Context: an optimization exercise on an open-source flow, tuned for small area and a short achievable clock period. The choices shown serve that exercise and are no tape-out recipe.
The RTL was checked by simulation tests, not by an equivalence proof against the original design.
Power and IR drop assume default switching activity.

## job 9150
// vector_sequencer
module vector_sequencer (
  input  logic                clk_i,
  input  logic                rst_ni,
  input  logic [22:0]         req_i,
  input  logic                req_valid_i,
  output logic                req_ready_o,
  output logic                resp_o,
  output logic                resp_valid_o,
  output logic                idle_o,
  output logic [32:0]         unit_req_o,
  output logic                unit_req_valid_o,
  input  logic                unit_req_ready_i,
  input  logic [31:0]         unit_done_i,
  input  logic                addrgen_ack_i,
  input  logic                addrgen_error_i
);
  localparam int N = 8;
  logic [3:0] op;
  logic [4:0] vd, vs1, vs2;
  logic       use_vd, use_vs1, use_vs2, vm;
  assign op      = req_i[22:19];
  assign vd      = req_i[18:14];
  assign vs1     = req_i[13:9];
  assign vs2     = req_i[8:4];
  assign use_vd  = req_i[3];
  assign use_vs1 = req_i[2];
  assign use_vs2 = req_i[1];
  assign vm      = req_i[0];
  logic [1:0] unit;
  logic       is_mem;
  logic [N-1:0] running_q;
  logic [N-1:0] free_oh;
  logic [2:0]   next_id;
  always_comb begin
    for (int i = 0; i < N; i++) begin
      free_oh[i] = ~running_q[i];
      for (int j = 0; j < i; j++) free_oh[i] = free_oh[i] & running_q[j];
    end
  end
  assign next_id[0] = free_oh[1] | free_oh[3] | free_oh[5] | free_oh[7];
  assign next_id[1] = free_oh[2] | free_oh[3] | free_oh[6] | free_oh[7];
  assign next_id[2] = free_oh[4] | free_oh[5] | free_oh[6] | free_oh[7];
  logic [3:0] th0_q, th1_q, th0_d, th1_d;
  logic [1:0] th2_q, th3_q, th2_d, th3_d;
  logic [3:0] up;
  logic [3:0]   block_q, block_d;
  logic         wait_q, wait_d;
  logic [N-1:0] running_d;
  logic         held;
  logic         issue;
  logic         busy_q;
  issue_ctl i_issue (
    .op_i             (op[2:0]),
    .req_valid_i      (req_valid_i),
    .unit_req_ready_i (unit_req_ready_i),
    .addrgen_ack_i    (addrgen_ack_i),
    .wait_i           (wait_q),
  ...
Size: roughly 1100 cells after synthesis, roughly 0.012 mm2 of cells after synthesis.
export LEC_CHECK = 0
export ABC_CLOCK_PERIOD_IN_PS = 1500
export CAP_MARGIN = 20
export CORE_MARGIN = 2
export CORE_UTILIZATION = 65
export CTS_CLUSTER_DIAMETER = 300
export CTS_CLUSTER_SIZE = 25
export SETUP_SLACK_MARGIN = 2.5
export SLEW_MARGIN = 20
export SYNTH_HIERARCHICAL = 1
export SYNTH_MINIMUM_KEEP_SIZE = 0
create_clock -name core_clock -period 5.0 [get_ports {clk_i}]
standard.sh (not shown) runs the stock make flow with config.mk's settings and CLKGATE_MAP_FILE= SYNTH_SCRIPT=/design/flow/synth_recipe.tcl, a recipe that flattens the netlist after the stock synthesis.
==> flow/flow/run.sh <==
#!/bin/bash
# Standard layout, with every port buffered by the smallest buffer
# (sky130_fd_sc_hd__buf_1); the resizer still upsizes them where timing needs it.
set -euo pipefail
bash standard.sh "BUFFER_PORTS_ARGS=-buffer_cell sky130_fd_sc_hd__buf_1" finish > standard.log 2>&1
Job 9150 closes out successfully: all stages finished, all timing, DRC and antenna checks passed.
Input-level comparison between job 3223 and job 9150:
# job 9150
export LEC_CHECK = 0
export ABC_CLOCK_PERIOD_IN_PS = 1500
export CAP_MARGIN = 20
export CORE_MARGIN = 2
export CORE_UTILIZATION = 65
export CTS_CLUSTER_DIAMETER = 300
export CTS_CLUSTER_SIZE = 25
export SETUP_SLACK_MARGIN = 2.5
export SLEW_MARGIN = 20
export SYNTH_HIERARCHICAL = 1
export SYNTH_MINIMUM_KEEP_SIZE = 0
create_clock -name core_clock -period 5.0 [get_ports {clk_i}]
# job 3223
export LEC_CHECK = 0
export CAP_MARGIN = 20
export CORE_MARGIN = 2
export CORE_UTILIZATION = 72
export CTS_CLUSTER_DIAMETER = 300
export CTS_CLUSTER_SIZE = 25
export SETUP_SLACK_MARGIN = 2.5
export SLEW_MARGIN = 20
export SYNTH_HIERARCHICAL = 1
export SYNTH_MINIMUM_KEEP_SIZE = 0
create_clock -name core_clock -period 5.0 [get_ports {clk_i}]
Findings:
Taking job 3223 over job 9150, the count of cells resized by post-cts repair ratio works out to 0.79.
Compare job 9150 and job 3223 | relative area change from synthesis to final layout lower: job 3223
Power after layout: job 3223 vs job 9150 — no meaningful difference
Measured against job 3223, the die area of job 9150 comes out at 1.10 times the reference value.
Row global-route usage over all layers: job 3223 higher / job 9150 lower
Job 3223 vs job 9150 — hold slack rose 0.0063 ns.
The summed area of non-filler cells in the final layout was comparable across job 9150 and job 3223.
Per the comparison of job 3223 with job 9150, signal arrival time at the worst endpoint shows no meaningful change, relative max-transition margin now larger.
For job 7153, these inputs were changed with respect to job 3223:
# job 3223
export LEC_CHECK = 0
export CAP_MARGIN = 20
export CORE_MARGIN = 2
export CORE_UTILIZATION = 72
export CTS_CLUSTER_DIAMETER = 300
export CTS_CLUSTER_SIZE = 25
export SETUP_SLACK_MARGIN = 2.5
export SLEW_MARGIN = 20
export SYNTH_HIERARCHICAL = 1
export SYNTH_MINIMUM_KEEP_SIZE = 0
create_clock -name core_clock -period 5.0 [get_ports {clk_i}]
# job 7153
export LEC_CHECK = 0
export CAP_MARGIN = 0
export CORE_MARGIN = 2
export CORE_UTILIZATION = 65
export CTS_CLUSTER_DIAMETER = 300
export CTS_CLUSTER_SIZE = 25
export SETUP_SLACK_MARGIN = 2.5
export SLEW_MARGIN = 0
export SYNTH_HIERARCHICAL = 1
export SYNTH_MINIMUM_KEEP_SIZE = 0
create_clock -name core_clock -period 5.0 [get_ports {clk_i}]
### Flow results
- Job 7153 gives more met2 routed wirelength than job 3223 did.
- Timing-limited maximum frequency: job 7153 vs job 3223 — no meaningful difference
- Going from job 3223 to job 7153, reported combinational group power grew slightly.
- Status: final instance area parity (job 3223, job 7153)
- Comparing job 7153 with job 3223, the sequential share of power came out essentially unchanged.
- From job 3223 to job 7153 the numbers moved as follows: number of hold buffers added after cts held, routed wire length went up 1100 um, number of global-route vias before repair went down 2.6%, multi-input gate share of total cell area held, power density over cell area went down about 0.3%.
- Sort job 3223 and job 7153 by area added between synthesis and finish desc -> top: job 7153
For job 3492, these inputs were changed with respect to job 7153:
# job 7153
export LEC_CHECK = 0
export CAP_MARGIN = 0
export CORE_MARGIN = 2
export CORE_UTILIZATION = 65
export CTS_CLUSTER_DIAMETER = 300
export CTS_CLUSTER_SIZE = 25
export SETUP_SLACK_MARGIN = 2.5
export SLEW_MARGIN = 0
export SYNTH_HIERARCHICAL = 1
export SYNTH_MINIMUM_KEEP_SIZE = 0
create_clock -name core_clock -period 5.0 [get_ports {clk_i}]
# job 3492
export LEC_CHECK = 0
export CAP_MARGIN = 20
export CORE_MARGIN = 2
export CORE_UTILIZATION = 65
export CTS_CLUSTER_DIAMETER = 300
export CTS_CLUSTER_SIZE = 25
export SETUP_SLACK_MARGIN = 2.8
export SLEW_MARGIN = 20
export SYNTH_HIERARCHICAL = 1
export SYNTH_MINIMUM_KEEP_SIZE = 0
create_clock -name core_clock -period 5.0 [get_ports {clk_i}]
Cell area | job 3492 above job 7153. On largest stage delay on the critical path, job 3492 tracks job 7153 almost exactly. Going from job 7153 to job 3492, the worst setup slack was found to have gone up by 0.014 ns. [compare] base=job 7153 new=job 3492: sum of met3 wire segment lengths after detailed routing -about 13%, power +about 1.2%, clock skew +0.0062 ns, post-route minimum period -0.014 ns. Job 3492: share of total power in the clock network lower than job 7153. Against job 7153, job 3492 comes in 0.010 ns higher on worst hold slack.
The inputs of job 1468 differ from those of job 3492 as listed below.
# job 3492
export LEC_CHECK = 0
export CAP_MARGIN = 20
export CORE_MARGIN = 2
export CORE_UTILIZATION = 65
export CTS_CLUSTER_DIAMETER = 300
export CTS_CLUSTER_SIZE = 25
export SETUP_SLACK_MARGIN = 2.8
export SLEW_MARGIN = 20
export SYNTH_HIERARCHICAL = 1
export SYNTH_MINIMUM_KEEP_SIZE = 0
create_clock -name core_clock -period 5.0 [get_ports {clk_i}]
# job 1468
export LEC_CHECK = 0
export ABC_AREA = 1
export CAP_MARGIN = 20
export CORE_MARGIN = 2
export CORE_UTILIZATION = 65
export CTS_CLUSTER_DIAMETER = 300
export CTS_CLUSTER_SIZE = 25
export SETUP_SLACK_MARGIN = 2.5
export SLEW_MARGIN = 20
export SYNTH_HIERARCHICAL = 1
export SYNTH_MINIMUM_KEEP_SIZE = 0
create_clock -name core_clock -period 5.0 [get_ports {clk_i}]
==> comparison <==
Wire length of the first global-routing pass up 21000 um in job 1468 wrt job 3492
When the final numbers for job 1468 and job 3492 were put side by side, the critical path depth turned out to be greater in job 1468.
Measured against job 3492, the switching power of job 1468 comes out at 1.3 times the reference value.
On minimum setup slack after placement, the lower figure sits with job 3492, not job 1468.

-- static timing again, ports no longer ideal --
In the flow no input, the clock included, has a driving cell. The finished layouts below were timed again as built, in two steps. Step 1 sets driving cells, clkbuf_16 on the clock port and buf_2 on the other inputs (assumed; they add their load-dependent delay and slew). Step 2, shift: input delay + t, output delay - t, t = (earliest + latest rising clock arrival at the registers) / 2. This alone moves slack from input paths to output paths. Slacks: no drivers / after step 1 / after step 2; pairs: no drivers / after step 1.
| run | shift t [ns] | setup slack, ns | worst hold slack (ns) | worst setup path at the end | clock arrival spread, ns |
|---|---|---|---|---|---|
| job 9150 | 0.508 | 2.209 / 2.149 / 1.909 | 0.474 / 0.474 / 0.474 | input to register | 0.025 / 0.025 |
| job 3223 | 0.504 | 2.201 / 2.157 / 2.049 | 0.480 / 0.480 / 0.480 | input to register | 0.034 / 0.035 |
| job 7153 | 0.508 | 2.209 / 2.149 / 1.909 | 0.474 / 0.474 / 0.474 | input to register | 0.025 / 0.025 |
| job 3492 | 0.502 | 2.224 / 2.155 / 1.945 | 0.484 / 0.484 / 0.484 | input to register | 0.033 / 0.033 |
| job 1468 | 0.516 | 2.348 / 2.299 / 2.094 | 0.484 / 0.481 / 0.484 | input to register | 0.045 / 0.045 |
After both steps every run listed still meets setup and hold.
